Context: an optimization exercise on an open-source flow, tuned for a short achievable clock period and few clock cycles per item. The choices shown serve that exercise and are no tape-out recipe. RTL that was checked went through simulation tests only; none was proved equivalent to the original. The RTL of runs 1, 3 and 4 was laid out without a check of its function. No activity file was given, so power comes from the tool's default toggle rates.

--- design/flow/flow/run.sh ---
#!/bin/bash
# Own layout flow: the standard synthesis and ORFS flow, with the port buffers
# inserted as real buffers (buf_4) instead of the smallest delay cell, and the
# timing repair allowed to resize across cell footprints.
set -euo pipefail
cd "$(dirname "${BASH_SOURCE[0]}")/.."
bash standard.sh synth > flow_synth.log 2>&1
export BUFFER_PORTS_ARGS="-buffer_cell sky130_fd_sc_hd__buf_4"
bash standard.sh MATCH_CELL_FOOTPRINT=0 finish > flow_layout.log 2>&1
--- design/flow/standard.sh ---
#!/bin/bash
# synth_recipe.tcl (not shown) runs the flow's synth.tcl, then flattens the netlist and writes it again
# the make line also repeats each setting of config.mk as NAME=value (left out here)
make -C /OpenROAD-flow-scripts/flow DESIGN_CONFIG=/design/flow/config.mk WORK_HOME=/design/flow/orfs CLKGATE_MAP_FILE= SYNTH_SCRIPT=/design/flow/synth_recipe.tcl "${@:-finish}"
--- design/flow/config.mk ---
export PLATFORM = sky130hd
export DESIGN_NAME = meter_poll_retry_sequencer_unit
export DESIGN_NICKNAME = meter_poll_retry_sequencer_unit
export VERILOG_FILES = /design/flow/design.v
export SDC_FILE = /design/flow/constraint.sdc
export NUM_CORES = 4
export LEC_CHECK = 0
export ABC_CLOCK_PERIOD_IN_PS = 2500
export CAP_MARGIN = 20
export CORE_MARGIN = 2
export CORE_UTILIZATION = 65
export SETUP_SLACK_MARGIN = 2.5
export SLEW_MARGIN = 20
export SYNTH_HIERARCHICAL = 1
export SYNTH_MINIMUM_KEEP_SIZE = 0
--- design/flow/constraint.sdc ---
create_clock -name core_clock -period 5.0 [get_ports {clk}]
set_input_delay 1.0000 -clock core_clock [delete_from_list [all_inputs] [get_ports {clk}]]
set_output_delay 1.0000 -clock core_clock [all_outputs]
set_load 0.01 [all_outputs]
--- design/flow/design.v ---
`default_nettype none
package mprs_pkg;
  localparam int RX_DEPTH = 64;
  localparam int RX_AW    = $clog2(RX_DEPTH);
  localparam int RX_CW    = $clog2(RX_DEPTH + 1);
  localparam logic [15:0] POLL_RST  = 16'd1000;
  localparam logic [11:0] WAIT_RST  = 12'd100;
  localparam logic [3:0]  RETRY_RST = 4'd5;
  localparam logic CMD_TICK = 1'b0;
  localparam logic CMD_BYTE = 1'b1;
  localparam logic [1:0] REG_POLL  = 2'd0;
  localparam logic [1:0] REG_WAIT  = 2'd1;
  localparam logic [1:0] REG_RETRY = 2'd2;
  localparam logic [RX_AW-1:0] ADDR_VEXP = RX_AW'(7);
  localparam logic [RX_AW-1:0] ADDR_CEXP = RX_AW'(8);
  localparam logic [RX_AW-1:0] ADDR_PEXP = RX_AW'(9);
  localparam logic [3:0] Q_LAST     = 4'd15;
  localparam logic [3:0] Q_CURRENT  = 4'd3;
  localparam logic [3:0] Q_POWER    = 4'd6;
  localparam logic [3:0] Q_PF       = 4'd12;
  localparam logic signed [7:0] EXP_FIXED = -8'sd2;
  typedef enum logic [2:0] {
    ACT_REQ_SCALE  = 3'd0,
    ACT_REQ_VALUES = 3'd1,
    ACT_VALUE      = 3'd2,
    ACT_ERR_SCALE  = 3'd3,
    ACT_ERR_VALUES = 3'd4
  } act_t;
  typedef enum logic [1:0] {
    PH_IDLE   = 2'd0,
    PH_SCALE  = 2'd1,
    PH_VALUES = 2'd2
  } phase_t;
  typedef enum logic [3:0] {
    DP_NONE,
    DP_ACCEPT,
    DP_EXP0,
    DP_EXP1,
    DP_EXP2,
    DP_EXP3,
    DP_VLO,
    DP_VHI,
    DP_VCAP,
    DP_VEMIT
  } dp_op_t;
  typedef enum logic [3:0] {
    ST_IDLE,
    ST_EXP0,
    ST_EXP1,
    ST_EXP2,
    ST_EXP3,
    ST_VLO,
    ST_VHI,
    ST_VCAP,
    ST_VOUT
  } ctl_state_t;
  typedef struct packed {
    logic       command;
    logic [7:0] rx_byte;
  } in_item_t;
  typedef struct packed {
    logic [2:0]        action;
    logic [3:0]        quantity;
    logic [15:0]       raw_value;
    logic signed [7:0] decimal_exponent;
    logic              last;
  } out_item_t;
  typedef struct packed {
    logic [15:0] poll_period;
    logic [11:0] reply_wait;
    logic [3:0]  retry_limit;
  } cfg_t;
  typedef struct packed {
    logic out_free;
    logic go_exp;
    logic go_values;
    logic last_val;
  } dp_status_t;
endpackage
`default_nettype wire
`default_nettype none
module mprs_rd_bit
(
  input  wire [1:0] sel,
  input  wire       poll_b,
  input  wire       wait_b,
  input  wire       retry_b,
  output logic      y
);
  assign y = sel[1] ? (retry_b && !sel[0]) : (sel[0] ? wait_b : poll_b);
endmodule
`default_nettype wire
`default_nettype none
import mprs_pkg::*;
module meter_poll_retry_sequencer_unit
(
  input  wire        clk,
  input  wire        rst_n,
  input  wire        in_valid,
  output logic       in_stall,
  input  mprs_pkg::in_item_t   in_data,
  output logic       out_valid,
  input  wire        out_stall,
  output mprs_pkg::out_item_t  out_data,
  input  wire        psel,
  input  wire        penable,
  input  wire        pwrite,
  input  wire [3:0]  paddr,
  input  wire [31:0] pwdata,
  output logic [31:0] prdata,
  output logic       pready
);
  localparam int CQ_DEPTH = 4;
  logic [15:0] poll_r;
  logic [11:0] wait_r;
  logic [3:0]  retry_r;
  logic        wr_en, wr_poll, wr_wait, wr_retry;
  logic [15:0] pollm1_r;      
  logic        pollle1_r;     
  logic [11:0] waitm1_r;      
  logic        waitnz_r;      
  logic [3:0]  retrym1_r;     
  logic        retrynz_r;     
  assign pready   = 1'b1;
  assign wr_en    = psel && penable && pwrite;
  assign wr_poll  = wr_en && (paddr[3:2] == REG_POLL);
  assign wr_wait  = wr_en && (paddr[3:2] == REG_WAIT);
  assign wr_retry = wr_en && (paddr[3:2] == REG_RETRY);
  always_ff @(posedge clk) begin
    if (!rst_n) begin
      poll_r    <= POLL_RST;
      pollm1_r  <= POLL_RST - 16'd1;
      pollle1_r <= 1'b0;
    end else if (wr_poll) begin
      poll_r    <= pwdata[15:0];
      pollm1_r  <= pwdata[15:0] - 16'd1;
      pollle1_r <= pwdata[15:1] == 15'd0;
    end
  end
  always_ff @(posedge clk) begin
    if (!rst_n) begin
      wait_r   <= WAIT_RST;
      waitm1_r <= WAIT_RST - 12'd1;
      waitnz_r <= 1'b1;
    end else if (wr_wait) begin
      wait_r   <= pwdata[11:0];
      waitm1_r <= pwdata[11:0] - 12'd1;
      waitnz_r <= pwdata[11:0] != 12'd0;
    end
  end
  always_ff @(posedge clk) begin
    if (!rst_n) begin
      retry_r   <= RETRY_RST;
      retrym1_r <= RETRY_RST - 4'd1;
      retrynz_r <= 1'b1;
    end else if (wr_retry) begin
      retry_r   <= pwdata[3:0];
      retrym1_r <= pwdata[3:0] - 4'd1;
      retrynz_r <= pwdata[3:0] != 4'd0;
    end
  end
  logic [15:0] wait_x, retry_x;
  assign wait_x  = {4'h0, wait_r};
  assign retry_x = {12'h000, retry_r};
  assign prdata[31:16] = '0;
  for (genvar b = 0; b < 16; b++) begin : g_rd
    mprs_rd_bit u_rd (
      .sel     (paddr[3:2]),
      .poll_b  (poll_r[b]),
      .wait_b  (wait_x[b]),
      .retry_b (retry_x[b]),
      .y       (prdata[b])
    );
  end
  logic [1:0]        phase_r;
  logic              waiting_r;
  logic [3:0]        attempts_r;
  logic [11:0]       timer_r;
  logic [15:0]       sp1_r;       
  logic [RX_DEPTH:0] wptr_r;      
  logic [7:0]        vexp_r, cexp_r, pexp_r;
  logic              tlt_r, bnz_r, alt_r, sge_r;
  logic [7:0]          mem [RX_DEPTH];
  logic [RX_DEPTH-1:0] vld_r;
  logic        in_stall_r;
  logic        take, is_byte, tick, wr_ok;
  logic [15:0] sp1_inc;
  logic        busy, closed, good;
  logic        tk_poll, tk_resend, tk_count, tk_retry, tk_fail, go_exp, go_values;
  logic        res_any;
  logic [2:0]  res_act;
  function automatic logic [7:0] rd(input int a);
    rd = vld_r[a] ? mem[a] : 8'h00;
  endfunction
  assign take    = in_valid && !in_stall_r;
  assign is_byte = in_data.command == CMD_BYTE;
  assign tick    = take && !is_byte;
  assign wr_ok   = waiting_r && (phase_r != PH_IDLE) && !wptr_r[RX_DEPTH];
  assign sp1_inc   = (sp1_r == 16'hFFFF) ? sp1_r : sp1_r + 16'd1;
  assign busy      = phase_r != PH_IDLE;
  assign closed    = busy && waiting_r && !tlt_r;
  assign good      = closed && bnz_r;
  assign tk_poll   = !busy && sge_r;
  assign tk_resend = busy && !waiting_r;
  assign tk_count  = busy && waiting_r && tlt_r;
  assign go_exp    = good && (phase_r == PH_SCALE);
  assign go_values = good && (phase_r == PH_VALUES);
  assign tk_retry  = closed && !bnz_r && alt_r;
  assign tk_fail   = closed && !bnz_r && !alt_r;
  assign res_any = tk_poll || tk_resend || tk_retry || go_exp || tk_fail;
  always_comb begin
    if (tk_poll) begin
      res_act = ACT_REQ_SCALE;
    end else if (tk_resend || tk_retry) begin
      res_act = (phase_r == PH_SCALE) ? ACT_REQ_SCALE : ACT_REQ_VALUES;
    end else if (go_exp) begin
      res_act = ACT_REQ_VALUES;
    end else begin
      res_act = (phase_r == PH_SCALE) ? ACT_ERR_SCALE : ACT_ERR_VALUES;
    end
  end
  logic tmr_clr, tmr_inc, att_clr, att_inc, bc_clr, bc_inc, sn_inc, sn_clr;
  logic win_open, win_end;
  assign win_open = tick && (tk_poll || tk_resend || tk_retry || go_exp);
  assign win_end  = tick && (go_values || tk_fail);
  assign tmr_clr  = win_open;
  assign tmr_inc  = tick && tk_count;
  assign att_clr  = tick && (tk_poll || go_exp);
  assign att_inc  = tick && tk_retry;
  assign bc_clr   = tick && (tk_poll || go_exp);
  assign bc_inc   = take && is_byte && wr_ok;
  assign sn_clr   = tick && go_values;
  assign sn_inc   = tick && !go_values;
  logic tlt_nxt, bnz_nxt, alt_nxt, sge_nxt;
  always_comb begin
    if (wr_wait) begin
      tlt_nxt = timer_r < pwdata[11:0];
    end else if (tmr_clr) begin
      tlt_nxt = waitnz_r;
    end else if (tmr_inc) begin
      tlt_nxt = tlt_r && (timer_r != waitm1_r);
    end else begin
      tlt_nxt = tlt_r;
    end
    if (wr_retry) begin
      alt_nxt = attempts_r < pwdata[3:0];
    end else if (att_clr) begin
      alt_nxt = retrynz_r;
    end else if (att_inc) begin
      alt_nxt = alt_r && (attempts_r != retrym1_r);
    end else begin
      alt_nxt = alt_r;
    end
    if (bc_clr) begin
      bnz_nxt = 1'b0;
    end else if (bc_inc) begin
      bnz_nxt = 1'b1;
    end else begin
      bnz_nxt = bnz_r;
    end
    if (wr_poll) begin
      sge_nxt = sp1_r >= pwdata[15:0];
    end else if (sn_clr) begin
      sge_nxt = pollle1_r;
    end else if (sn_inc) begin
      sge_nxt = sge_r || (sp1_r == pollm1_r) || (sp1_r == 16'hFFFF);
    end else begin
      sge_nxt = sge_r;
    end
  end
  always_ff @(posedge clk) begin
    if (!rst_n) begin
      phase_r    <= PH_IDLE;
      waiting_r  <= 1'b0;
      attempts_r <= '0;
      timer_r    <= '0;
      sp1_r      <= 16'd1;
      wptr_r     <= (RX_DEPTH + 1)'(1);
      vexp_r     <= '0;
      cexp_r     <= '0;
      pexp_r     <= '0;
      tlt_r      <= 1'b1;           
      bnz_r      <= 1'b0;
      alt_r      <= 1'b1;           
      sge_r      <= 1'b0;           
    end else begin
      tlt_r <= tlt_nxt;
      bnz_r <= bnz_nxt;
      alt_r <= alt_nxt;
      sge_r <= sge_nxt;
      if (tick && tk_poll) begin
        phase_r <= PH_SCALE;
      end else if (tick && go_exp) begin
        phase_r <= PH_VALUES;
      end else if (win_end) begin
        phase_r <= PH_IDLE;
      end
      if (win_open) begin
        waiting_r <= 1'b1;
      end else if (win_end) begin
        waiting_r <= 1'b0;
      end
      if (att_clr) begin
        attempts_r <= '0;
      end else if (att_inc) begin
        attempts_r <= attempts_r + 4'd1;
      end
      if (tmr_clr) begin
        timer_r <= '0;
      end else if (tmr_inc) begin
        timer_r <= timer_r + 12'd1;
      end
      if (sn_clr) begin
        sp1_r <= 16'd1;
      end else if (sn_inc) begin
        sp1_r <= sp1_inc;
      end
      if (bc_clr) begin
        wptr_r <= (RX_DEPTH + 1)'(1);
      end else if (bc_inc) begin
        wptr_r <= {wptr_r[RX_DEPTH-1:0], 1'b0};
      end
      if (tick && go_exp) begin
        vexp_r <= rd(ADDR_VEXP);
        cexp_r <= rd(ADDR_CEXP);
        pexp_r <= rd(ADDR_PEXP);
      end
    end
  end
  always_ff @(posedge clk) begin
    for (int i = 0; i < RX_DEPTH; i++) begin
      if (bc_inc && wptr_r[i]) begin
        mem[i] <= in_data.rx_byte;
      end
    end
  end
  always_ff @(posedge clk) begin
    if (!rst_n) begin
      vld_r <= '0;
    end else begin
      for (int i = 0; i < RX_DEPTH; i++) begin
        if (bc_inc && wptr_r[i]) begin
          vld_r[i] <= 1'b1;
        end
      end
    end
  end
  logic [15:0] vq_r [16];
  logic [15:0] vq_ld [16];
  logic [7:0]  ve_r, ce_r, pe_r;
  logic [3:0]  vk_r;
  logic        vact_r;
  logic        v_pop;
  always_comb begin
    for (int k = 0; k < 16; k++) begin
      if (k < 12) begin
        vq_ld[k] = {rd(7 + 2 * k), rd(6 + 2 * k)};
      end else if (k == 15) begin
        vq_ld[k] = {rd(34), rd(33)};
      end else begin
        vq_ld[k] = {8'h00, rd(18 + k)};
      end
    end
  end
  always_ff @(posedge clk) begin
    if (!vact_r) begin
      for (int k = 0; k < 16; k++) vq_r[k] <= vq_ld[k];
      ve_r <= vexp_r;
      ce_r <= cexp_r;
      pe_r <= pexp_r;
    end else if (v_pop) begin
      for (int k = 0; k < 15; k++) vq_r[k] <= vq_r[k + 1];
    end
  end
  always_ff @(posedge clk) begin
    if (!rst_n) begin
      vact_r <= 1'b0;
      vk_r   <= '0;
    end else begin
      if (tick && go_values) begin
        vact_r <= 1'b1;
      end else if (v_pop && (vk_r == Q_LAST)) begin
        vact_r <= 1'b0;
      end
      if (v_pop) begin
        vk_r <= vk_r + 4'd1;
      end
    end
  end
  logic [2:0]          cq_r [CQ_DEPTH];
  logic [CQ_DEPTH-1:0] cq_v, cq_vs, cq_we;
  logic                c_avail, c_pop, c_push, bypass;
  assign c_avail = cq_v[0];
  assign cq_vs   = c_pop ? {1'b0, cq_v[CQ_DEPTH-1:1]} : cq_v;
  always_comb begin
    for (int i = 0; i < CQ_DEPTH; i++) begin
      cq_we[i] = c_push && !cq_vs[i] && ((i == 0) || cq_vs[(i == 0) ? 0 : i - 1]);
    end
  end
  always_ff @(posedge clk) begin
    for (int i = 0; i < CQ_DEPTH; i++) begin
      if (cq_we[i]) begin
        cq_r[i] <= res_act;
      end else if (c_pop && i < CQ_DEPTH - 1) begin
        cq_r[i] <= cq_r[(i < CQ_DEPTH - 1) ? i + 1 : i];
      end
    end
  end
  always_ff @(posedge clk) begin
    if (!rst_n) begin
      cq_v <= '0;
    end else begin
      cq_v <= cq_vs | cq_we;
    end
  end
  logic       out_valid_r, out_free;
  mprs_pkg::out_item_t out_data_r, val_item, ctl_item;
  logic [7:0] val_exp;
  assign out_free = !out_valid_r || !out_stall;
  assign v_pop    = out_free && vact_r;
  assign c_pop    = out_free && !vact_r && c_avail;
  assign bypass   = out_free && !vact_r && !c_avail;
  assign c_push   = tick && res_any && !bypass;
  always_comb begin
    if (vk_r < Q_CURRENT) begin
      val_exp = ve_r;
    end else if (vk_r < Q_POWER) begin
      val_exp = ce_r;
    end else if (vk_r < Q_PF) begin
      val_exp = pe_r;
    end else begin
      val_exp = EXP_FIXED;
    end
    val_item                  = '0;
    val_item.action           = ACT_VALUE;
    val_item.quantity         = vk_r;
    val_item.raw_value        = vq_r[0];
    val_item.decimal_exponent = val_exp;
    val_item.last             = vk_r == Q_LAST;
    ctl_item        = '0;
    ctl_item.action = c_avail ? cq_r[0] : res_act;
    ctl_item.last   = 1'b1;
  end
  always_ff @(posedge clk) begin
    if (!rst_n) begin
      out_valid_r <= 1'b0;
    end else if (out_free) begin
      out_valid_r <= vact_r || c_avail || (tick && res_any);
    end
  end
  always_ff @(posedge clk) begin
    if (out_free) begin
      out_data_r <= vact_r ? val_item : ctl_item;
    end
  end
  assign out_valid = out_valid_r;
  assign out_data  = out_data_r;
  logic phase_values_nxt;
  assign phase_values_nxt = (phase_r == PH_VALUES) ? !win_end : (tick && go_exp);
  always_ff @(posedge clk) begin
    if (!rst_n) begin
      in_stall_r <= 1'b0;
    end else begin
      in_stall_r <= cq_v[CQ_DEPTH-1] || (cq_v[CQ_DEPTH-2] && c_push) ||
                    (phase_values_nxt && (vact_r || c_avail || c_push));
    end
  end
  assign in_stall = in_stall_r;
endmodule
`default_nettype wire
==> results of run 1 <==
[logic make-up (layout without fill, tap and decap cells)]
logic type	count (synthesis)	count (layout)
other	2	33
XOR/XNOR	75	75
flip-flops	791	791
AND/OR/NAND/NOR	659	660
multiplexers	30	30
AO/OA/AOI/OAI	555	555
adder cells (fa/ha/maj)	35	35
buffers and inverters	194	288
[worst min path at each step]
stage,startpoint,end,slack [ns],depth (start not counted)
finish,pexp_r[0],pe_r[0],0.43,0
global placement,vexp_r[4],ve_r[4],0.41,0
floorplan,cexp_r[0],ce_r[0],0.41,0
global route,pexp_r[0],pe_r[0],0.43,0
CTS,vexp_r[3],ve_r[3],0.43,0
detailed placement,vexp_r[3],ve_r[3],0.41,0
[worst register-to-register path, stage by stage, from the launching register on]
cell	delay, ns
sky130_fd_sc_hd__dfxtp_1	0.44
sky130_fd_sc_hd__or3b_1	0.44
sky130_fd_sc_hd__a21oi_2	0.30
sky130_fd_sc_hd__o31a_4	0.30
sky130_fd_sc_hd__and3_2	0.25
sky130_fd_sc_hd__mux2_2	0.34
[placed cells by master, fill, tap and decap left out, drive strengths merged, types with 4 or more instances in the layout]
cell	Yosys	layout
edfxtp	532	532
bufinv	0	7
xor2	15	15
a22o	192	192
nand2	313	314
a21o	8	8
conb	2	33
o22ai	24	24
nor4	12	12
o21a	32	32
ha	35	35
mux2	9	9
a211oi	19	19
or3b	4	4
o211ai	25	25
o2111ai	5	5
dfxtp	259	259
clkbuf	87	107
nand2b	9	9
and2	37	37
inv	33	36
and3	37	37
a21oi	167	167
nor2b	29	29
o21ai	53	53
xnor2	60	60
clkinv	0	28
nand4	20	20
mux2i	21	21
nand3	44	44
nor2	109	109
nor3	14	14
a31oi	5	5
buf	74	108
a221oi	7	7
or3	14	14
[power by group]
group          internal [µW]  switching [µW]  leakage (µW)
Sequential              6940            11.8       0.00783
Combinational           99.0             204       0.00377
Clock                   3370            2390       0.00124
[state kept, by name, indices dropped and copies added (netlist names), 16 cells and up]
name / count
mem: 232
poll_r: 16
pollm1_r: 16
sp1_r: 16
out_data_r: 32
vq_r: 256
wptr_r: 65
vld_r: 29
[per-module statistics from Yosys (local to each module, per instance)]
module | cells | flops+latches
meter_poll_retry_sequencer_unit | 2293 | 791
mprs_rd_bit | 3 | 0
[layer usage]
metal  track usage  wire length, µm  vias up
li1              -                -     8727
met1        0.3664            27640     8952
met2        0.4200            29890      524
met3       0.04069             3341      113
met4       0.08546             1524        0
met5             0                0        -
[cell type report]
| cell class | instances | share of cell area |
|---|---|---|
| flip-flops and latches | 791 | 0.6184 |
| multi-input cells | 1388 | 0.2529 |
| clock buffers | 103 | 0.06215 |
| repair buffers | 112 | 0.02921 |
| well taps | 607 | 0.02219 |
| clock inverters | 40 | 0.01141 |
| inverters | 33 | 0.003765 |
[timing repair]
action	in CTS	in global routing
endpoints found under the setup margin	265	79
gates cloned	6	0
buffers inserted	3	1
pin swaps	4	4
gates resized for setup	25	4
hold endpoints to repair	0	0
hold buffers	0	0
[through the flow]
step                cell area (µm²)  hold WS [ns]  std cells
finish                        34230        0.4279       3074
detailed placement            31410        0.4146       2921
CTS                           34180        0.4287       3073
global route                  34230        0.4333       3074
global placement              31410        0.4133       2921
floorplan                     30580        0.4081       2372
==> qor_table.md, run 1 <==
| Item | Reported |
|---|---|
| Clock Sink Count | 791 |
| Pin count of the biggest net entering global routing | 140 |
| Kind of critical path | input pin to output port |
| Biggest area contributors in the synthesized netlist | sky130_fd_sc_hd__edfxtp_1 53%, sky130_fd_sc_hd__dfxtp_1 17%, sky130_fd_sc_hd__a22o_1 5.5% |
| Die Y | 220.2 µm |
| TritonCTS clock tree | done |
| Minimum setup slack among reg-to-reg paths | 2.67 ns |
| Clock skew | 0.02368 ns |
| Initial antenna violation count | 0 |
| Final Power | 13000 µW |
| Vias after detailed routing | 18320 |
| Clock tree root driver cell | sky130_fd_sc_hd__clkbuf_16 |
| Vias in the first global route | 17870 |
| Launching element type of the critical path | input pin |
| Final critical path time including I/O delays and setup | 2.660 ns |
| Row cnt | 79 |
| RSZ-0062 raised after global routing | yes |
| Transition time at the pin with the least slew margin | 0.9059 ns |
| Area added between synthesis and finish | 12.63% |
| Register bit count reported by yosys | 791 |
| Initial core utilization | 0.6555 |
| Last weighted congestion value of the routability-driven placer | 0.8400 |
| Total die area | 48490 µm² |
| Worst path max stage delay | 0.22 ns |
| Global-route total usage across every layer | 0.2604 |
| Antenna violation net count after detailed routing | 0 |
| Number of top-level design ports | 119 |
| Outcome | complete, no violations |
| Worst-Skew Late Latency | 0.61 ns |
| Synthesized-area fraction occupied by ao, oa, aoi and oai cells | 0.1284 |
| Share of final-layout standard cells stronger than drive strength 1 | 0.1115 |
| Cells on worst reg2reg path | 5 |
| Fraction of synthesized cell area in xor and xnor cells | 0.02162 |
| H-Tree Level Count | 3 |
| First-pass GRT wire length | 97010 µm |
| Dominant combinational cell family by area after synthesis | compound AO/OA/AOI/OAI gates |
| Startpoint of the most critical register-to-register path | tlt_r |
| Layout fillers | 3012 |
| Final hold violations | 0 |
| Ys Warns | 11 |
| Nets@finish | 2491 |
| Post-synthesis share of cell area spent on full adders, half adders and majority gates | 0.01441 |
| Clk buf depth | 3 |
| Sequential cell area | 21160 µm² |
| Final routed DRC violation total | 0 |
| Post-route core utilization | 0.7383 |
| Detailed Place HPWL | 37220 µm |
| Seq/Total Area, Yosys | 0.6964 |
| Detailed-route vias per instance | 5.958 |
| Slowest cell on crit path | sky130_fd_sc_hd__o22ai_4 |
| EDFF count, synth | 532 |
| Post-synth top cells | 532 x sky130_fd_sc_hd__edfxtp_1, 313 x sky130_fd_sc_hd__nand2_1, 259 x sky130_fd_sc_hd__dfxtp_1 |
| Register clock-pin slew on the reported worst setup and hold paths | 0.06 ns |
| Area fraction in and, or, nand and nor cells after synthesis | 0.1011 |
| Final wirelength | 62400 µm |
| Critical path buffers and inverters | 2 |
| Achievable clock frequency | 375.9 MHz |
| Unique cell type count in the Yosys netlist | 72 |
| Number of cells on the critical path | 4 |
| Mapped cell area | 30390 µm² |
| Final antenna diode count | 0 |
| Share of the synthesized area in the top cell type | 0.5257 |
| Worst EP required | 4.00 ns |
| Count leader, synth | sky130_fd_sc_hd__edfxtp_1 |
| Critical path capture point | prdata[0] |
| RR Endpoint | cq_r[2][1] |
| Setup crit end kind | output port |
| Setup WS post-layout | 2.340 ns |
| Worst Setup SP | paddr[3] |
| Post-synth top area cell | sky130_fd_sc_hd__edfxtp_1 |
| Max-cap violations | 0 |
| Top_reg_cell synth | sky130_fd_sc_hd__edfxtp_1 |
| Fraction of synthesis flops using an asynchronous set or reset pin | 0 |
| Floorplan Core Area | 46360 µm² |
| Number of design-rule violations left by the first detailed-router iteration | 1488 |
| Post-DR wirelength/cell | 20.30 µm |
| Post-synthesis instance total | 2341 |
| Final cycle utilization of the critical path | 0.5321 |
| Syn avg cell area | 12.98 µm² |
| Pre-CTS WS | 1.494 ns |
| Pwr Density | 380.0 nW/µm² |
| TritonCTS buffer count | 78 |
| Lkg Pwr | 0.01284 µW |
| DRT Pass-1 Iters | 6 |
| Maximum net fanout on the critical path | 5 |
| Path category of the worst min-delay check | flip-flop to flip-flop |
| Setup TNS after final layout | 0 ns |
| Cell breakdown of the critical path | buf_16, mux2i_2, o22ai_4, buf_6 |
| Chip Width | 220.2 µm |
| Count of input and output buffers | 83 |
| Setup violators final | 0 |
| Pins Over Slew Limit | 0 |
| Multiplexer share of the synthesized area | 0.01025 |
| Area used by multi-input combinational logic | 8656 µm² |
| Max-Slew Margin vs Limit | 0.3934 |
| Worst path arrival time | 1.66 ns |
| VDD IR max | 0.3126 mV |
| Remaining global-route overflow | 0 |
| Top cell family by delay on the critical path | buffers and inverters |
==> run 2, diff against run 1 <==
--- a/design/flow/design.v
+++ b/design/flow/design.v
@@ -80,16 +80,4 @@
 `default_nettype wire
 `default_nettype none
-module mprs_rd_bit
-(
-  input  wire [1:0] sel,
-  input  wire       poll_b,
-  input  wire       wait_b,
-  input  wire       retry_b,
-  output logic      y
-);
-  assign y = sel[1] ? (retry_b && !sel[0]) : (sel[0] ? wait_b : poll_b);
-endmodule
-`default_nettype wire
-`default_nettype none
 import mprs_pkg::*;
 module meter_poll_retry_sequencer_unit
@@ -116,5 +104,5 @@
   logic [3:0]  retry_r;
   logic        wr_en, wr_poll, wr_wait, wr_retry;
-  logic [15:0] pollm1_r;      
+  logic [15:0] pollm2_r;      
   logic        pollle1_r;     
   logic [11:0] waitm1_r;      
@@ -130,9 +118,9 @@
     if (!rst_n) begin
       poll_r    <= POLL_RST;
-      pollm1_r  <= POLL_RST - 16'd1;
+      pollm2_r  <= POLL_RST - 16'd2;
       pollle1_r <= 1'b0;
     end else if (wr_poll) begin
       poll_r    <= pwdata[15:0];
-      pollm1_r  <= pwdata[15:0] - 16'd1;
+      pollm2_r  <= pwdata[15:0] - 16'd2;
       pollle1_r <= pwdata[15:1] == 15'd0;
     end
@@ -160,16 +148,11 @@
     end
   end
-  logic [15:0] wait_x, retry_x;
-  assign wait_x  = {4'h0, wait_r};
-  assign retry_x = {12'h000, retry_r};
-  assign prdata[31:16] = '0;
-  for (genvar b = 0; b < 16; b++) begin : g_rd
-    mprs_rd_bit u_rd (
-      .sel     (paddr[3:2]),
-      .poll_b  (poll_r[b]),
-      .wait_b  (wait_x[b]),
-      .retry_b (retry_x[b]),
-      .y       (prdata[b])
-    );
+  always_comb begin
+    case (paddr[3:2])
+      REG_POLL:  prdata = {16'h0000, poll_r};
+      REG_WAIT:  prdata = {20'h00000, wait_r};
+      REG_RETRY: prdata = {28'h0000000, retry_r};
+      default:   prdata = '0;
+    endcase
   end
   logic [1:0]        phase_r;
@@ -177,5 +160,5 @@
   logic [3:0]        attempts_r;
   logic [11:0]       timer_r;
-  logic [15:0]       sp1_r;       
+  logic [15:0]       since_r;
   logic [RX_DEPTH:0] wptr_r;      
   logic [7:0]        vexp_r, cexp_r, pexp_r;
@@ -185,5 +168,5 @@
   logic        in_stall_r;
   logic        take, is_byte, tick, wr_ok;
-  logic [15:0] sp1_inc;
+  logic [15:0] since_inc;
   logic        busy, closed, good;
   logic        tk_poll, tk_resend, tk_count, tk_retry, tk_fail, go_exp, go_values;
@@ -197,5 +180,5 @@
   assign tick    = take && !is_byte;
   assign wr_ok   = waiting_r && (phase_r != PH_IDLE) && !wptr_r[RX_DEPTH];
-  assign sp1_inc   = (sp1_r == 16'hFFFF) ? sp1_r : sp1_r + 16'd1;
+  assign since_inc = (since_r == 16'hFFFF) ? since_r : since_r + 16'd1;
   assign busy      = phase_r != PH_IDLE;
   assign closed    = busy && waiting_r && !tlt_r;
@@ -260,9 +243,9 @@
     end
     if (wr_poll) begin
-      sge_nxt = sp1_r >= pwdata[15:0];
+      sge_nxt = since_inc >= pwdata[15:0];
     end else if (sn_clr) begin
       sge_nxt = pollle1_r;
     end else if (sn_inc) begin
-      sge_nxt = sge_r || (sp1_r == pollm1_r) || (sp1_r == 16'hFFFF);
+      sge_nxt = sge_r || (since_r == pollm2_r) || (since_r == 16'hFFFE);
     end else begin
       sge_nxt = sge_r;
@@ -275,5 +258,5 @@
       attempts_r <= '0;
       timer_r    <= '0;
-      sp1_r      <= 16'd1;
+      since_r    <= '0;
       wptr_r     <= (RX_DEPTH + 1)'(1);
       vexp_r     <= '0;
@@ -312,7 +295,7 @@
       end
       if (sn_clr) begin
-        sp1_r <= 16'd1;
+        since_r <= '0;
       end else if (sn_inc) begin
-        sp1_r <= sp1_inc;
+        since_r <= since_inc;
       end
       if (bc_clr) begin
==> design/flow/run.sh (new file) <==
#!/bin/bash
# synth_recipe.tcl (not shown) runs the flow's synth.tcl, then flattens the netlist and writes it again
# the make line also repeats each setting of config.mk as NAME=value (left out here)
make -C /OpenROAD-flow-scripts/flow DESIGN_CONFIG=/design/flow/config.mk WORK_HOME=/design/flow/orfs CLKGATE_MAP_FILE= SYNTH_SCRIPT=/design/flow/synth_recipe.tcl finish
--- a/design/flow/config.mk
+++ b/design/flow/config.mk
@@ -12,4 +12,2 @@
 export SETUP_SLACK_MARGIN = 2.5
 export SLEW_MARGIN = 20
-export SYNTH_HIERARCHICAL = 1
-export SYNTH_MINIMUM_KEEP_SIZE = 0
removed: design/flow/flow/run.sh
removed: design/flow/standard.sh
==> run 2 against run 1 <==
Against the previous run: still clean on timing, DRC and antenna; fmax shrank 0.19%; clock power fell by 2%; count of clock-buffer cells in the layout rose by 16; critical path type unchanged; critical endpoint is now prdata[2]; largest cell class unchanged; largest power group unchanged.
==> qor_table.md, run 2 <==
| Item | Reported | Change |
|---|---|---|
| Die Y | 221.8 µm | +0.72% |
| First-pass GRT wire length | 97920 µm | +0.94% |
| Max-Slew Margin vs Limit | 0.4417 | +0.04828 |
| Sequential share of power | 0.539 | +0.005 |
| DRT Pass-1 Iters | 18 | +12 |
| Final critical path time including I/O delays and setup | 2.665 ns | +0.004960 ns |
| Worst path arrival time | 1.67 ns | about the same |
| Seq/Total Area, Yosys | 0.6856 | -0.01077 |
| Mapped cell area | 30830 µm² | +1.5% |
| Post-synth top area cell | sky130_fd_sc_hd__edfxtp_1 |  |
| RSZ-0062 raised after global routing | yes |  |
| Part of the total power dissipated in combinational logic | 0.022 | about the same |
| Final non-filler cell area | 35290 µm² | +3.1% |
| Hold slack | 0.4289 ns | +0.0009990 ns |
| Layout fillers | 3009 | -0.10% |
| Most common cell after layout, fill and taps aside | sky130_fd_sc_hd__edfxtp_1 |  |
| Reg with most FFs | vq_r |  |
| Detailed Place HPWL | 36550 µm | -1.8% |
| Worst-Skew Late Latency | 0.61 ns | about the same |
| End of the worst hold path | ce_r[6] |  |
| Top_reg_cell synth | sky130_fd_sc_hd__edfxtp_1 |  |
| Worst EP required | 4.00 ns | about the same |
| Clk buf depth | 3 | unchanged |
| Count leader, synth | sky130_fd_sc_hd__edfxtp_1 |  |
| Most frequent cells in the layout | 532 x sky130_fd_sc_hd__edfxtp_1, 305 x sky130_fd_sc_hd__nand2_1, 240 x sky130_fd_sc_hd__dfxtp_1 |  |
| Setup WS post-layout | 2.335 ns | -0.004960 ns |
| Pre-CTS WS | 1.071 ns | -0.4228 ns |
| Share of final-layout standard cells stronger than drive strength 1 | 0.1241 | +0.01265 |
| Setup TNS after final layout | 0 ns | unchanged |
| Initial antenna violation count | 0 | unchanged |
| Launching element type of the critical path | input pin |  |
| Post-synthesis instance total | 2427 | +3.7% |
| Total die area | 49200 µm² | +1.4% |
| Flip-flop count of the largest register after layout | 256 | unchanged |
| Setup violators final | 0 | unchanged |
| Post-DR wirelength/cell | 19.64 µm | -3.2% |
| Clock tree root driver cell | sky130_fd_sc_hd__clkbuf_16 |  |
| Share of the synthesized area in the top cell type | 0.5181 | -0.007637 |
| Cells on worst reg2reg path | 10 | +5 |
| Global-route total usage across every layer | 0.2501 | -0.01028 |
| Clock Sink Count | 790 | -0.13% |
| Transition time at the pin with the least slew margin | 0.8354 ns | -0.07047 ns |
| Number of top-level design ports | 119 | unchanged |
| Final hold violations | 0 | unchanged |
| Number of design-rule violations left by the first detailed-router iteration | 1576 | +5.9% |
| Count of input and output buffers | 83 | unchanged |
| Cell depth of the worst min-delay path | 0 | unchanged |
| Path category of the worst min-delay check | flip-flop to flip-flop |  |
| Internal power consumption | 10310 µW | -0.92% |
| Placed Instances | 2985 | +2.2% |
| Pin count of the biggest net entering global routing | 89 | -36% |
| Total net switching power | 2556 µW | -1.8% |
| Fraction of synthesis flops using an asynchronous set or reset pin | 0 | unchanged |
| Post-synth top cells | 532 x sky130_fd_sc_hd__edfxtp_1, 312 x sky130_fd_sc_hd__nand2_1, 258 x sky130_fd_sc_hd__dfxtp_1 |  |
| Biggest area contributors in the synthesized netlist | sky130_fd_sc_hd__edfxtp_1 52%, sky130_fd_sc_hd__dfxtp_1 17%, sky130_fd_sc_hd__a22o_1 5.5% |  |
| Register bit count reported by yosys | 790 | -0.13% |
| Nets@finish | 2596 | +4.2% |
| Clock skew | 0.01979 ns | -0.003891 ns |
| VDD IR max | 0.3082 mV | -1.4% |
| Remaining global-route overflow | 0 | unchanged |
| Launch point of the worst hold path | cexp_r[6] |  |
| Vias in the first global route | 18550 | +3.8% |
| Pwr Density | 364.5 nW/µm² | -4.1% |
| Part of the total power dissipated in the clock network | 0.439 | -0.003 |
| RR Endpoint | sge_r |  |
| EDFF count, synth | 532 | unchanged |
| Final routed DRC violation total | 0 | unchanged |
| TritonCTS buffer count | 78 | unchanged |
| Detailed-route vias per instance | 5.988 | +0.50% |
| Antenna violation net count after detailed routing | 0 | unchanged |
| Max-cap violations | 0 | unchanged |
| TritonCTS clock tree | done |  |
| Maximum net fanout on the critical path | 6 | +1 |
| Row cnt | 79 | unchanged |
| Unique cell type count in the Yosys netlist | 74 | +2.8% |
| Share of total power consumed by net switching | 0.1987 | -0.001348 |
| Final wirelength | 62440 µm | about the same |
| Kind of critical path | input pin to output port |  |
| Startpoint of the most critical register-to-register path | since_r[0] |  |
| Initial core utilization | 0.6609 | +0.005435 |
| Setup crit end kind | output port |  |
| Floorplan Core Area | 46650 µm² | +0.64% |
| Outcome | complete, no violations |  |
| Syn avg cell area | 12.70 µm² | -2.1% |
| Pins Over Slew Limit | 0 | unchanged |
| Ys Warns | 5 | -6 |
| Last weighted congestion value of the routability-driven placer | 0.8717 | +3.8% |
| H-Tree Level Count | 3 | unchanged |
| Achievable clock frequency | 375.2 MHz | -0.19% |
| Post-layout instance count excluding filler cells | 3179 | +3.4% |
| Lkg Pwr | 0.01337 µW | +4.2% |
| Vias after detailed routing | 19040 | +3.9% |
| Chip Width | 221.8 µm | +0.72% |
| Cell area after placement | 31990 µm² | +1.8% |
| Area added between synthesis and finish | 14.44% |  |
| Final cycle utilization of the critical path | 0.5330 | +0.0009920 |
| Register clock-pin slew on the reported worst setup and hold paths | 0.06 ns | about the same |
| Minimum setup slack among reg-to-reg paths | 2.46 ns | -0.21 ns |
[run 2: worst max path at each step]
stage / start / to / slack [ns] / cells after the start
5_1_grt: paddr[3] / prdata[2] / 2.32 / 6
2_1_floorplan: paddr[3] / prdata[0] / 2.35 / 4
4_1_cts: paddr[2] / prdata[6] / 2.34 / 5
6_report: paddr[3] / prdata[2] / 2.33 / 6
3_5_place_dp: paddr[3] / prdata[3] / 1.07 / 4
3_3_place_gp: paddr[3] / prdata[14] / 1.06 / 4
[run 2: cell type report]
type	count	area, µm²	share of cell area
Clock buffer	119	2301	0.06521
Antenna cell	2	5.005	0.0001418
Timing Repair Buffer	164	1500	0.04251
Clock inverter	25	200.2	0.005673
Inverter	28	107.6	0.003049
Multi-Input combinational cell	1444	9213	0.2611
Sequential cell	790	21200	0.6008
Tap cell	607	759.5	0.02152
[run 2: routing by layer]
metal / wire (µm) / global-route usage / vias to the layer above
met3: 3140 / 0.03962 / 97
met1: 27020 / 0.3368 / 9337
met2: 30880 / 0.4250 / 528
met5: 0 / 0 / -
li1: - / - / 9074
met4: 1408 / 0.07214 / 0
[run 2: cells by family (layout without fill, tap and decap cells)]
logic type | Yosys count | after routing | synth area share
AO/OA/AOI/OAI | 575 | 575 | 0.1283
buffers and inverters | 211 | 336 | 0.03015
XOR/XNOR | 84 | 84 | 0.02410
AND/OR/NAND/NOR | 703 | 706 | 0.1081
flip-flops | 790 | 790 | 0.6856
adder cells (fa/ha/maj) | 38 | 38 | 0.01542
other | 2 | 19 | 0.0002436
multiplexers | 24 | 24 | 0.008034
[run 2: critical path: stages]
cell and delay, ns:
sky130_fd_sc_hd__buf_16 0.12, sky130_fd_sc_hd__nor2b_4 0.15, sky130_fd_sc_hd__buf_6 0.11, sky130_fd_sc_hd__nand2_2 0.05, sky130_fd_sc_hd__o21ai_2 0.07, sky130_fd_sc_hd__buf_2 0.16
[run 2: power by group through the flow]
stage          clock network, µW  logic, µW  registers (µW)
2_1_floorplan                  0        136            7080
3_3_place_gp                   0        250            7080
3_5_place_dp                   0        256            7080
4_1_cts                     5730        272            6930
5_1_grt                     6000        307            6930
6_report                    5650        285            6930
[run 2: per-stage QoR]
stage	utilization	total power, µW
floorplan	-	7212
CTS	0.7471	12940
global placement	0.6856	7328
global route	0.7562	13230
finish	0.7563	12860
detailed placement	0.6856	7334
[run 2: repair_timing]
item                       CTS  global route
pin swaps                   19            21
hold buffers                 0             0
gates cloned                 2             2
setup buffers               23            21
resized for setup          174            67
setup endpoints to repair  299           134
Testbench counts of run 2, summed over its fixed seeds: cycles 24,013, items 24,000.
==> run 3, diff against run 2 <==
--- a/design/flow/design.v
+++ b/design/flow/design.v
@@ -100,8 +100,9 @@
 );
   localparam int CQ_DEPTH = 4;
-  logic [15:0] poll_r;
-  logic [11:0] wait_r;
-  logic [3:0]  retry_r;
-  logic        wr_en, wr_poll, wr_wait, wr_retry;
+  logic [15:0] poll_r, poll_nxt;
+  logic [11:0] wait_r, wait_nxt;
+  logic [3:0]  retry_r, retry_nxt;
+  logic        wr_en;
+  logic        wr_poll, wr_wait, wr_retry;
   logic [15:0] pollm2_r;      
   logic        pollle1_r;     
@@ -110,6 +111,20 @@
   logic [3:0]  retrym1_r;     
   logic        retrynz_r;     
-  assign pready   = 1'b1;
-  assign wr_en    = psel && penable && pwrite;
+  assign pready = 1'b1;
+  assign wr_en  = psel && penable && pwrite;
+  always_comb begin
+    poll_nxt  = poll_r;
+    wait_nxt  = wait_r;
+    retry_nxt = retry_r;
+    if (wr_en) begin
+      case (paddr[3:2])
+        REG_POLL:  poll_nxt  = pwdata[15:0];
+        REG_WAIT:  wait_nxt  = pwdata[11:0];
+        REG_RETRY: retry_nxt = pwdata[3:0];
+        default: begin
+        end
+      endcase
+    end
+  end
   assign wr_poll  = wr_en && (paddr[3:2] == REG_POLL);
   assign wr_wait  = wr_en && (paddr[3:2] == REG_WAIT);
@@ -118,32 +133,22 @@
     if (!rst_n) begin
       poll_r    <= POLL_RST;
+      wait_r    <= WAIT_RST;
+      retry_r   <= RETRY_RST;
       pollm2_r  <= POLL_RST - 16'd2;
       pollle1_r <= 1'b0;
-    end else if (wr_poll) begin
-      poll_r    <= pwdata[15:0];
-      pollm2_r  <= pwdata[15:0] - 16'd2;
-      pollle1_r <= pwdata[15:1] == 15'd0;
-    end
-  end
-  always_ff @(posedge clk) begin
-    if (!rst_n) begin
-      wait_r   <= WAIT_RST;
-      waitm1_r <= WAIT_RST - 12'd1;
-      waitnz_r <= 1'b1;
-    end else if (wr_wait) begin
-      wait_r   <= pwdata[11:0];
-      waitm1_r <= pwdata[11:0] - 12'd1;
-      waitnz_r <= pwdata[11:0] != 12'd0;
-    end
-  end
-  always_ff @(posedge clk) begin
-    if (!rst_n) begin
-      retry_r   <= RETRY_RST;
+      waitm1_r  <= WAIT_RST - 12'd1;
+      waitnz_r  <= 1'b1;
       retrym1_r <= RETRY_RST - 4'd1;
       retrynz_r <= 1'b1;
-    end else if (wr_retry) begin
-      retry_r   <= pwdata[3:0];
-      retrym1_r <= pwdata[3:0] - 4'd1;
-      retrynz_r <= pwdata[3:0] != 4'd0;
+    end else begin
+      poll_r    <= poll_nxt;
+      wait_r    <= wait_nxt;
+      retry_r   <= retry_nxt;
+      pollm2_r  <= poll_nxt - 16'd2;
+      pollle1_r <= poll_nxt <= 16'd1;
+      waitm1_r  <= wait_nxt - 12'd1;
+      waitnz_r  <= wait_nxt != 12'd0;
+      retrym1_r <= retry_nxt - 4'd1;
+      retrynz_r <= retry_nxt != 4'd0;
     end
   end
@@ -156,12 +161,11 @@
     endcase
   end
-  logic [1:0]        phase_r;
-  logic              waiting_r;
-  logic [3:0]        attempts_r;
-  logic [11:0]       timer_r;
-  logic [15:0]       since_r;
-  logic [RX_DEPTH:0] wptr_r;      
-  logic [7:0]        vexp_r, cexp_r, pexp_r;
-  logic              tlt_r, bnz_r, alt_r, sge_r;
+  logic [1:0]       phase_r;
+  logic             waiting_r;
+  logic [3:0]       attempts_r;
+  logic [11:0]      timer_r;
+  logic [15:0]      since_r;
+  logic [RX_CW-1:0] bcnt_r;
+  logic [7:0]       vexp_r, cexp_r, pexp_r;
   logic [7:0]          mem [RX_DEPTH];
   logic [RX_DEPTH-1:0] vld_r;
@@ -173,4 +177,5 @@
   logic        res_any;
   logic [2:0]  res_act;
+  logic        tlt_r, bnz_r, alt_r, sge_r;
   function automatic logic [7:0] rd(input int a);
     rd = vld_r[a] ? mem[a] : 8'h00;
@@ -179,6 +184,6 @@
   assign is_byte = in_data.command == CMD_BYTE;
   assign tick    = take && !is_byte;
-  assign wr_ok   = waiting_r && (phase_r != PH_IDLE) && !wptr_r[RX_DEPTH];
-  assign since_inc = (since_r == 16'hFFFF) ? since_r : since_r + 16'd1;
+  assign wr_ok   = waiting_r && (phase_r != PH_IDLE) && !bcnt_r[RX_CW-1];
+  assign since_inc  = (since_r == 16'hFFFF) ? since_r : since_r + 16'd1;
   assign busy      = phase_r != PH_IDLE;
   assign closed    = busy && waiting_r && !tlt_r;
@@ -203,17 +208,63 @@
     end
   end
-  logic tmr_clr, tmr_inc, att_clr, att_inc, bc_clr, bc_inc, sn_inc, sn_clr;
-  logic win_open, win_end;
-  assign win_open = tick && (tk_poll || tk_resend || tk_retry || go_exp);
-  assign win_end  = tick && (go_values || tk_fail);
-  assign tmr_clr  = win_open;
-  assign tmr_inc  = tick && tk_count;
-  assign att_clr  = tick && (tk_poll || go_exp);
-  assign att_inc  = tick && tk_retry;
-  assign bc_clr   = tick && (tk_poll || go_exp);
-  assign bc_inc   = take && is_byte && wr_ok;
-  assign sn_clr   = tick && go_values;
-  assign sn_inc   = tick && !go_values;
+  logic [1:0]       phase_nxt;
+  logic             waiting_nxt;
+  logic [3:0]       attempts_nxt;
+  logic [11:0]      timer_nxt;
+  logic [15:0]      since_nxt;
+  logic [RX_CW-1:0] bcnt_nxt;
+  always_comb begin
+    phase_nxt    = phase_r;
+    waiting_nxt  = waiting_r;
+    attempts_nxt = attempts_r;
+    timer_nxt    = timer_r;
+    since_nxt    = since_r;
+    bcnt_nxt     = bcnt_r;
+    if (take && is_byte) begin
+      if (wr_ok) begin
+        bcnt_nxt = bcnt_r + RX_CW'(1);
+      end
+    end else if (tick) begin
+      since_nxt = since_inc;
+      if (tk_poll) begin
+        phase_nxt    = PH_SCALE;
+        attempts_nxt = '0;
+        bcnt_nxt     = '0;
+        waiting_nxt  = 1'b1;
+        timer_nxt    = '0;
+      end else if (tk_resend || tk_retry) begin
+        if (tk_retry) begin
+          attempts_nxt = attempts_r + 4'd1;
+        end
+        waiting_nxt = 1'b1;
+        timer_nxt   = '0;
+      end else if (tk_count) begin
+        timer_nxt = timer_r + 12'd1;
+      end else if (go_exp) begin
+        phase_nxt    = PH_VALUES;
+        attempts_nxt = '0;
+        bcnt_nxt     = '0;
+        waiting_nxt  = 1'b1;
+        timer_nxt    = '0;
+      end else if (go_values) begin
+        since_nxt   = '0;
+        phase_nxt   = PH_IDLE;
+        waiting_nxt = 1'b0;
+      end else if (tk_fail) begin
+        phase_nxt   = PH_IDLE;
+        waiting_nxt = 1'b0;
+      end
+    end
+  end
   logic tlt_nxt, bnz_nxt, alt_nxt, sge_nxt;
+  logic tmr_clr, tmr_inc, att_clr, att_inc, bc_clr, bc_inc, sn_inc, sn_clr;
+  assign tmr_clr = tick && (tk_poll || tk_resend || tk_retry || go_exp);
+  assign tmr_inc = tick && tk_count;
+  assign att_clr = tick && (tk_poll || go_exp);
+  assign att_inc = tick && tk_retry;
+  assign bc_clr  = tick && (tk_poll || go_exp);
+  assign bc_inc  = take && is_byte && wr_ok;
+  assign sn_clr  = tick && go_values;
+  assign sn_inc  = tick && !go_values;
   always_comb begin
     if (wr_wait) begin
@@ -259,5 +310,5 @@
       timer_r    <= '0;
       since_r    <= '0;
-      wptr_r     <= (RX_DEPTH + 1)'(1);
+      bcnt_r     <= '0;
       vexp_r     <= '0;
       cexp_r     <= '0;
@@ -268,40 +319,14 @@
       sge_r      <= 1'b0;           
     end else begin
-      tlt_r <= tlt_nxt;
-      bnz_r <= bnz_nxt;
-      alt_r <= alt_nxt;
-      sge_r <= sge_nxt;
-      if (tick && tk_poll) begin
-        phase_r <= PH_SCALE;
-      end else if (tick && go_exp) begin
-        phase_r <= PH_VALUES;
-      end else if (win_end) begin
-        phase_r <= PH_IDLE;
-      end
-      if (win_open) begin
-        waiting_r <= 1'b1;
-      end else if (win_end) begin
-        waiting_r <= 1'b0;
-      end
-      if (att_clr) begin
-        attempts_r <= '0;
-      end else if (att_inc) begin
-        attempts_r <= attempts_r + 4'd1;
-      end
-      if (tmr_clr) begin
-        timer_r <= '0;
-      end else if (tmr_inc) begin
-        timer_r <= timer_r + 12'd1;
-      end
-      if (sn_clr) begin
-        since_r <= '0;
-      end else if (sn_inc) begin
-        since_r <= since_inc;
-      end
-      if (bc_clr) begin
-        wptr_r <= (RX_DEPTH + 1)'(1);
-      end else if (bc_inc) begin
-        wptr_r <= {wptr_r[RX_DEPTH-1:0], 1'b0};
-      end
+      tlt_r      <= tlt_nxt;
+      bnz_r      <= bnz_nxt;
+      alt_r      <= alt_nxt;
+      sge_r      <= sge_nxt;
+      phase_r    <= phase_nxt;
+      waiting_r  <= waiting_nxt;
+      attempts_r <= attempts_nxt;
+      timer_r    <= timer_nxt;
+      since_r    <= since_nxt;
+      bcnt_r     <= bcnt_nxt;
       if (tick && go_exp) begin
         vexp_r <= rd(ADDR_VEXP);
@@ -312,8 +337,6 @@
   end
   always_ff @(posedge clk) begin
-    for (int i = 0; i < RX_DEPTH; i++) begin
-      if (bc_inc && wptr_r[i]) begin
-        mem[i] <= in_data.rx_byte;
-      end
+    if (take && is_byte && wr_ok) begin
+      mem[bcnt_r[RX_AW-1:0]] <= in_data.rx_byte;
     end
   end
@@ -321,10 +344,6 @@
     if (!rst_n) begin
       vld_r <= '0;
-    end else begin
-      for (int i = 0; i < RX_DEPTH; i++) begin
-        if (bc_inc && wptr_r[i]) begin
-          vld_r[i] <= 1'b1;
-        end
-      end
+    end else if (take && is_byte && wr_ok) begin
+      vld_r[bcnt_r[RX_AW-1:0]] <= 1'b1;
     end
   end
@@ -440,5 +459,6 @@
   assign out_data  = out_data_r;
   logic phase_values_nxt;
-  assign phase_values_nxt = (phase_r == PH_VALUES) ? !win_end : (tick && go_exp);
+  assign phase_values_nxt = (phase_r == PH_VALUES) ? !(tick && (go_values || tk_fail))
+                                                   : (tick && go_exp);
   always_ff @(posedge clk) begin
     if (!rst_n) begin
==> design/flow/flow/run.sh (new file) <==
#!/bin/bash
# Own layout flow: the standard synthesis and ORFS flow, with the port buffers
# inserted as real buffers (buf_4) instead of the smallest delay cell, and the
# timing repair allowed to resize across cell footprints.
set -euo pipefail
cd "$(dirname "${BASH_SOURCE[0]}")/.."
bash standard.sh synth > flow_synth.log 2>&1
export BUFFER_PORTS_ARGS="-buffer_cell sky130_fd_sc_hd__buf_4"
bash standard.sh MATCH_CELL_FOOTPRINT=0 finish > flow_layout.log 2>&1
==> design/flow/standard.sh (new file) <==
#!/bin/bash
# synth_recipe.tcl (not shown) runs the flow's synth.tcl, then flattens the netlist and writes it again
# the make line also repeats each setting of config.mk as NAME=value (left out here)
make -C /OpenROAD-flow-scripts/flow DESIGN_CONFIG=/design/flow/config.mk WORK_HOME=/design/flow/orfs CLKGATE_MAP_FILE= SYNTH_SCRIPT=/design/flow/synth_recipe.tcl "${@:-finish}"
removed: design/flow/run.sh
==> run 3 against run 2 <==
Against the previous run: worst setup slack worse by 0.012 ns; sequential power fell by 6.6%; die area shrank 3.3%; largest power group unchanged; highest routed layer unchanged.
==> qor_table.md, run 3 <==
| Item | Reported | Change |
|---|---|---|
| Outcome | complete, no violations |  |
| Reg with most FFs | vq_r |  |
| Pre-CTS WS | 1.104 ns | +0.03289 ns |
| Setup crit end kind | output port |  |
| Setup violators final | 0 | unchanged |
| RR Endpoint | sge_r |  |
| Path category of the worst min-delay check | flip-flop to flip-flop |  |
| Share of the synthesized area in the top cell type | 0.5364 | +0.01826 |
| Sequential cell area | 20030 µm² | -5.5% |
| Cells on worst reg2reg path | 10 | unchanged |
| Achievable clock frequency | 373.5 MHz | -0.46% |
| Seq/Total Area, Yosys | 0.6708 | -0.01482 |
| VDD IR max | 0.3956 mV | +28% |
| Cell area after placement | 30880 µm² | -3.5% |
| Mapped cell area | 29780 µm² | -3.4% |
| Flip-flop count of the largest register after layout | 256 | unchanged |
| Clk buf depth | 3 | unchanged |
| H-Tree Level Count | 3 | unchanged |
| Share of final-layout standard cells stronger than drive strength 1 | 0.1650 | +0.04086 |
| RSZ-0062 raised after global routing | yes |  |
| DRT Pass-1 Iters | 5 | -13 |
| Layout fillers | 2844 | -5.5% |
| Cell depth of the worst min-delay path | 0 | unchanged |
| Pin count of the biggest net entering global routing | 145 | +63% |
| Post-CTS Hold Buffers | 0 | unchanged |
| Worst EP required | 4.00 ns | about the same |
| Area fraction in and, or, nand and nor cells after synthesis | 0.1186 | +0.01053 |
| Final wirelength | 66870 µm | +7.1% |
| Total die area | 47550 µm² | -3.3% |
| Post-synthesis instance total | 2357 | -2.9% |
| Biggest area contributors in the synthesized netlist | sky130_fd_sc_hd__edfxtp_1 54%, sky130_fd_sc_hd__dfxtp_1 13%, sky130_fd_sc_hd__a22o_1 5.6% |  |
| Worst path arrival time | 1.68 ns | about the same |
| Ys Warns | 4 | -1 |
| TritonCTS buffer count | 71 | -9.0% |
| Area added between synthesis and finish | 14.49% | about the same |
| Area used by multi-input combinational logic | 9607 µm² | +4.3% |
| Global-route total usage across every layer | 0.2830 | +0.03284 |
| Max-Slew Margin vs Limit | 0.4121 | -0.02956 |
| Remaining global-route overflow | 0 | unchanged |
| Fraction of synthesized cell area in xor and xnor cells | 0.02058 | -0.003519 |
| Fraction of synthesis flops using an asynchronous set or reset pin | 0 | unchanged |
| Clock tree root driver cell | sky130_fd_sc_hd__clkbuf_16 |  |
| Setup WS post-layout | 2.322 ns | -0.01230 ns |
| Count of input and output buffers | 83 | unchanged |
| Most frequent cells in the layout | 532 x sky130_fd_sc_hd__edfxtp_1, 243 x sky130_fd_sc_hd__nand2_1, 192 x sky130_fd_sc_hd__a22o_1 |  |
| Pins Over Slew Limit | 0 | unchanged |
| Final cycle utilization of the critical path | 0.5355 | +0.002460 |
| Post-DR wirelength/cell | 21.71 µm | +11% |
| Vias in the first global route | 18550 | -0.022% |
| Final routed DRC violation total | 0 | unchanged |
| Dominant combinational cell family by area after synthesis | compound AO/OA/AOI/OAI gates |  |
| EDFF count, synth | 532 | unchanged |
| Final critical path time including I/O delays and setup | 2.678 ns | +0.01230 ns |
| Synthesized-area fraction occupied by ao, oa, aoi and oai cells | 0.1264 | -0.001904 |
| Launching element type of the critical path | input pin |  |
| Chip Width | 218.1 µm | -1.7% |
| Pwr Density | 354.9 nW/µm² | -2.6% |
| Worst-Skew Late Latency | 0.62 ns | about the same |
| Initial antenna violation count | 0 | unchanged |
| Max-cap violations | 0 | unchanged |
| Syn avg cell area | 12.64 µm² | -0.54% |
| Top_reg_cell synth | sky130_fd_sc_hd__edfxtp_1 |  |
| Multiplexer share of the synthesized area | 0.01537 | +0.007341 |
| Count leader, synth | sky130_fd_sc_hd__edfxtp_1 |  |
| Number of top-level design ports | 119 | unchanged |
| Post-synth top area cell | sky130_fd_sc_hd__edfxtp_1 |  |
| Detailed Place HPWL | 41070 µm | +12% |
| Post-synth top cells | 532 x sky130_fd_sc_hd__edfxtp_1, 248 x sky130_fd_sc_hd__nand2_1, 200 x sky130_fd_sc_hd__dfxtp_1 |  |
| Final hold violations | 0 | unchanged |
| Transition time at the pin with the least slew margin | 0.8793 ns | +0.04389 ns |
| Initial core utilization | 0.6577 | -0.003168 |
| Vias after detailed routing | 19130 | +0.48% |
| Register clock-pin slew on the reported worst setup and hold paths | 0.05 ns | about the same |
| Floorplan Core Area | 45280 µm² | -2.9% |
| TritonCTS clock tree | done |  |
| Nets@finish | 2518 | -3.0% |
| First-pass GRT wire length | 103300 µm | +5.5% |
| Detailed-route vias per instance | 6.210 | +3.7% |
| Clock Sink Count | 732 | -7.3% |
| Post-route core utilization | 0.7530 | -0.003290 |
| Final non-filler cell area | 34100 µm² | -3.4% |
| Unique cell type count in the Yosys netlist | 80 | +8.1% |
| Kind of critical path | input pin to output port |  |
| Most common cell after layout, fill and taps aside | sky130_fd_sc_hd__edfxtp_1 |  |
| Post-synthesis share of cell area spent on full adders, half adders and majority gates | 0.01848 | +0.003064 |
| Last weighted congestion value of the routability-driven placer | 0.8849 | +1.5% |
| Register bit count reported by yosys | 732 | -7.3% |
| Minimum setup slack among reg-to-reg paths | 2.45 ns | about the same |
| Final Power | 12100 µW | -5.9% |
| Critical path capture point | prdata[14] |  |
| Row cnt | 78 | -1.3% |
| Clock skew | 0.02346 ns | +0.003677 ns |
| Maximum net fanout on the critical path | 7 | +1 |
| Antenna violation net count after detailed routing | 0 | unchanged |
| Worst Setup SP | paddr[2] |  |
| Setup TNS after final layout | 0 ns | unchanged |
| Number of design-rule violations left by the first detailed-router iteration | 1612 | +2.3% |
| Lkg Pwr | 0.01258 µW | -6.0% |
| Startpoint of the most critical register-to-register path | since_r[1] |  |
| Die Y | 218.1 µm | -1.7% |
==> run 3: cells by family (layout without fill, tap and decap cells) <==
family | Yosys count | count (layout)
flip-flops | 732 | 732
AND/OR/NAND/NOR | 725 | 727
AO/OA/AOI/OAI | 535 | 535
buffers and inverters | 205 | 310
XOR/XNOR | 70 | 70
adder cells (fa/ha/maj) | 44 | 44
multiplexers | 44 | 44
other | 2 | 18
==> run 3: what timing repair did <==
item,in CTS,in global routing
setup buffers,38,9
cloned,2,1
endpoints found under the setup margin,337,144
gates resized for setup,87,28
pin swaps,28,14
==> run 3: how the worst min path moves through the flow <==
stage	startpoint	end	slack, ns
final	vexp_r[2]	ve_r[2]	0.43
after floorplan	cexp_r[0]	ce_r[0]	0.41
after global routing	pexp_r[6]	pe_r[6]	0.44
after CTS	cexp_r[1]	ce_r[1]	0.43
after global placement	vexp_r[7]	ve_r[7]	0.41
after detailed placement	cexp_r[1]	ce_r[1]	0.42
==> run 3: where the power goes <==
part           internal (µW)  total (µW)  switching [µW]
logic                   88.8         281             193
clock network           3120        5350            2230
registers               6460        6470            10.9
==> run 3: critical path, stage by stage <==
cell and delay (ns):
sky130_fd_sc_hd__buf_16 0.12, sky130_fd_sc_hd__buf_4 0.14, sky130_fd_sc_hd__nor2_4 0.15, sky130_fd_sc_hd__and2_4 0.17
sky130_fd_sc_hd__buf_6 0.09
==> run 3: layer usage <==
layer,part of all wire,track usage,vias to the layer above
li1,-,-,8888
met1,0.43,0.3938,9481
met2,0.48,0.4498,628
met3,0.058,0.04965,131
met4,0.029,0.1073,0
met5,0,0,-
==> run 3: area by class of cell <==
cell class | count | share of cell area
well taps | 600 | 0.02202
multi-input cells | 1437 | 0.2817
clock inverters | 38 | 0.01068
clock buffers | 92 | 0.05812
flip-flops and latches | 732 | 0.5875
repair buffers | 146 | 0.03618
diodes | 1 | 0.00007338
inverters | 34 | 0.003743
==> run 3: through the flow <==
stage / cells / hold slack, ns
6_report: 3080 / 0.4328
3_3_place_gp: 2899 / 0.4148
3_5_place_dp: 2899 / 0.4159
4_1_cts: 3069 / 0.4328
2_1_floorplan: 2372 / 0.4081
5_1_grt: 3079 / 0.4392
==> run 4, diff against run 3 <==
==> design/flow/run.sh (new file) <==
#!/bin/bash
# synth_recipe.tcl (not shown) runs the flow's synth.tcl, then flattens the netlist and writes it again
# the make line also repeats each setting of config.mk as NAME=value (left out here)
make -C /OpenROAD-flow-scripts/flow DESIGN_CONFIG=/design/flow/config.mk WORK_HOME=/design/flow/orfs CLKGATE_MAP_FILE= SYNTH_SCRIPT=/design/flow/synth_recipe.tcl finish
removed: design/flow/flow/run.sh
removed: design/flow/standard.sh
==> run 4 against run 3 <==
Against the previous run: clock power is 1% higher; via count is 1.7% higher; area after synthesis stayed put; register-to-register slack better by 0.06 ns; utilization is 1.2 points higher; power is 0.87% higher; worst setup slack worse by 0.12 ns; sequential share of layout area is 0.93 points lower; critical endpoint is now prdata[0]; wire length is 2.8% higher; sequential power hardly changed.
==> qor_table.md, run 4 <==
| Item | Reported | Change |
|---|---|---|
| Outcome | complete, no violations |  |
| Maximum net fanout on the critical path | 6 | -1 |
| Achievable clock frequency | 358.0 MHz | -4.1% |
| First-pass GRT wire length | 105400 µm | +2.0% |
| Final wirelength | 68760 µm | +2.8% |
| Hold slack | 0.4296 ns | -0.003210 ns |
| Initial core utilization | 0.6577 | unchanged |
| Part of the total power dissipated in the clock network | 0.445 | +0.003 |
| Number of top-level design ports | 119 | unchanged |
| Post-CTS Hold Buffers | 0 | unchanged |
| Sequential share of power | 0.530 | -0.005 |
| Detailed Place HPWL | 41290 µm | +0.53% |
| Most frequent cells in the layout | 532 x sky130_fd_sc_hd__edfxtp_1, 241 x sky130_fd_sc_hd__nand2_1, 192 x sky130_fd_sc_hd__a22o_1 |  |
| Final hold violations | 0 | unchanged |
| Floorplan Core Area | 45280 µm² | unchanged |
| Register clock-pin slew on the reported worst setup and hold paths | 0.06 ns | about the same |
| Total die area | 47550 µm² | unchanged |
| Setup TNS after final layout | 0 ns | unchanged |
| Share of final-layout standard cells stronger than drive strength 1 | 0.1577 | -0.007301 |
| Most common cell after layout, fill and taps aside | sky130_fd_sc_hd__edfxtp_1 |  |
| Worst path max stage delay | 0.16 ns | about the same |
| Total net switching power | 2445 µW | +0.51% |
| Area added between synthesis and finish | 16.36% |  |
| Layout fillers | 2771 | -2.6% |
| Final antenna diode count | 0 | -1 |
| Unique cell type count in the Yosys netlist | 80 | unchanged |
| Detailed-route vias per instance | 6.264 | +0.86% |
| Post-synthesis instance total | 2357 | unchanged |
| Post-synth top area cell | sky130_fd_sc_hd__edfxtp_1 |  |
| Count leader, synth | sky130_fd_sc_hd__edfxtp_1 |  |
| Final critical path time including I/O delays and setup | 2.793 ns | +0.1157 ns |
| Part of the total power dissipated in combinational logic | 0.025 | +0.002 |
| Post-DR wirelength/cell | 22.14 µm | +2.0% |
| Seq/Total Area, Yosys | 0.6708 | unchanged |
| Max-cap violations | 0 | unchanged |
| Vias after detailed routing | 19450 | +1.7% |
| Area used by multi-input combinational logic | 9742 µm² | +1.4% |
| Reg with most FFs | vq_r |  |
| Post-synth top cells | 532 x sky130_fd_sc_hd__edfxtp_1, 248 x sky130_fd_sc_hd__nand2_1, 200 x sky130_fd_sc_hd__dfxtp_1 |  |
| Register bit count reported by yosys | 732 | unchanged |
| Top cell family by delay on the critical path | buffers and inverters |  |
| Launching element type of the critical path | input pin |  |
| Fraction of synthesis flops using an asynchronous set or reset pin | 0 | unchanged |
| Last weighted congestion value of the routability-driven placer | 0.9023 | +2.0% |
| Setup crit end kind | output port |  |
| Clock Sink Count | 732 | unchanged |
| Biggest area contributors in the synthesized netlist | sky130_fd_sc_hd__edfxtp_1 54%, sky130_fd_sc_hd__dfxtp_1 13%, sky130_fd_sc_hd__a22o_1 5.6% |  |
| Final cycle utilization of the critical path | 0.5586 | +0.02314 |
| VDD IR max | 0.3792 mV | -4.2% |
| Clock skew | 0.02522 ns | +0.001759 ns |
| RSZ-0062 raised after global routing | yes |  |
| Mapped cell area | 29780 µm² | unchanged |
| Chip Width | 218.1 µm | unchanged |
| Ys Warns | 4 | unchanged |
| Worst-Skew Late Latency | 0.61 ns | about the same |
| Sequential cell area | 20040 µm² | about the same |
| Worst path arrival time | 1.79 ns | +0.11 ns |
| Clock tree root driver cell | sky130_fd_sc_hd__clkbuf_16 |  |
| Remaining global-route overflow | 0 | unchanged |
| TritonCTS buffer count | 73 | +2.8% |
| Pin count of the biggest net entering global routing | 217 | +50% |
| Max-Slew Margin vs Limit | 0.3583 | -0.05389 |
| Syn avg cell area | 12.64 µm² | unchanged |
| Vias in the first global route | 18650 | +0.57% |
| Count of input and output buffers | 83 | unchanged |
| Antenna violation net count after detailed routing | 0 | unchanged |
| Transition time at the pin with the least slew margin | 0.9626 ns | +0.08330 ns |
| Kind of critical path | input pin to output port |  |
| Number of design-rule violations left by the first detailed-router iteration | 1884 | +17% |
| Path category of the worst min-delay check | flip-flop to flip-flop |  |
| H-Tree Level Count | 3 | unchanged |
[run 4: kinds of logic after synthesis]
group / after synthesis / synth area share
DFF: 732 / 0.6708
other: 2 / 0.0002521
buffers and inverters: 205 / 0.02945
muxes: 44 / 0.01537
xor gates and xnor gates: 70 / 0.02058
adders and majority gates: 44 / 0.01848
AOI/OAI and AO/OA: 535 / 0.1264
and+or+nand+nor: 725 / 0.1186
[run 4: repair_timing]
item	in CTS	in global routing
gates cloned	4	2
endpoints found under the hold margin	0	0
setup buffers	45	11
pin swaps	34	21
endpoints found under the setup margin	486	242
gates resized for setup	204	62
[run 4: power by group through the flow]
stage	logic (µW)	registers [µW]	clock network, µW
final	302	6470	5430
after global routing	322	6470	5730
after CTS	281	6470	5490
after detailed placement	256	6610	0
after global placement	252	6610	0
after floorplan	135	6600	0
[run 4: routing by layer]
metal	up-vias	wire, µm	GRT usage
met1	9588	29220	0.4074
met5	-	0	0
met4	0	1755	0.07982
met3	133	4356	0.04240
met2	772	33430	0.4743
li1	8957	-	-
[run 4: worst paths after layout]
| check | startpoint | end | depth (start not counted) | slack (ns) |
|---|---|---|---|---|
| min reg2reg | vexp_r[5] | ve_r[5] | 0 | 0.43 |
| min | vexp_r[5] | ve_r[5] | 0 | 0.43 |
| max | paddr[3] | prdata[0] | 6 | 2.21 |
| max reg2reg | since_r[2] | sge_r | 10 | 2.51 |
[run 4: final cells by class]
cell class,instances,share of cell area
flip-flops and latches,732,0.5782
multi-input cells,1438,0.2811
clock buffers,100,0.06033
repair buffers,168,0.04578
well taps,600,0.02166
clock inverters,33,0.009134
inverters,34,0.003827
[run 4: worst register-to-register path, delay by kind of cell (launching register included)]
kind            cells  cell delay (ns)
flops               1             0.44
xor+xnor            1             0.21
compound gates      4             0.59
simple gates        4             0.86
fa+ha+maj           1             0.27
[run 4: metrics by stage]
| step | std cells | util | instance area (µm²) | setup WS [ns] | total power (µW) |
|---|---|---|---|---|---|
| global placement | 2910 | 0.6888 | 31190 | 0.9638 | 6859 |
| CTS | 3092 | 0.7568 | 34270 | 2.214 | 12250 |
| detailed placement | 2910 | 0.6888 | 31190 | 0.9191 | 6863 |
| global route | 3105 | 0.7653 | 34660 | 2.205 | 12520 |
| finish | 3105 | 0.7653 | 34660 | 2.207 | 12210 |
| floorplan | 2372 | - | 30240 | 1.709 | 6739 |

Check on run 4: ideal ports give 2.207 ns setup slack; a clkbuf_16 on the clock port and buf_2 on the inputs give 2.169 ns; moving port delays by the midpoint clock arrival (0.657 ns) as well gives 1.695 ns.
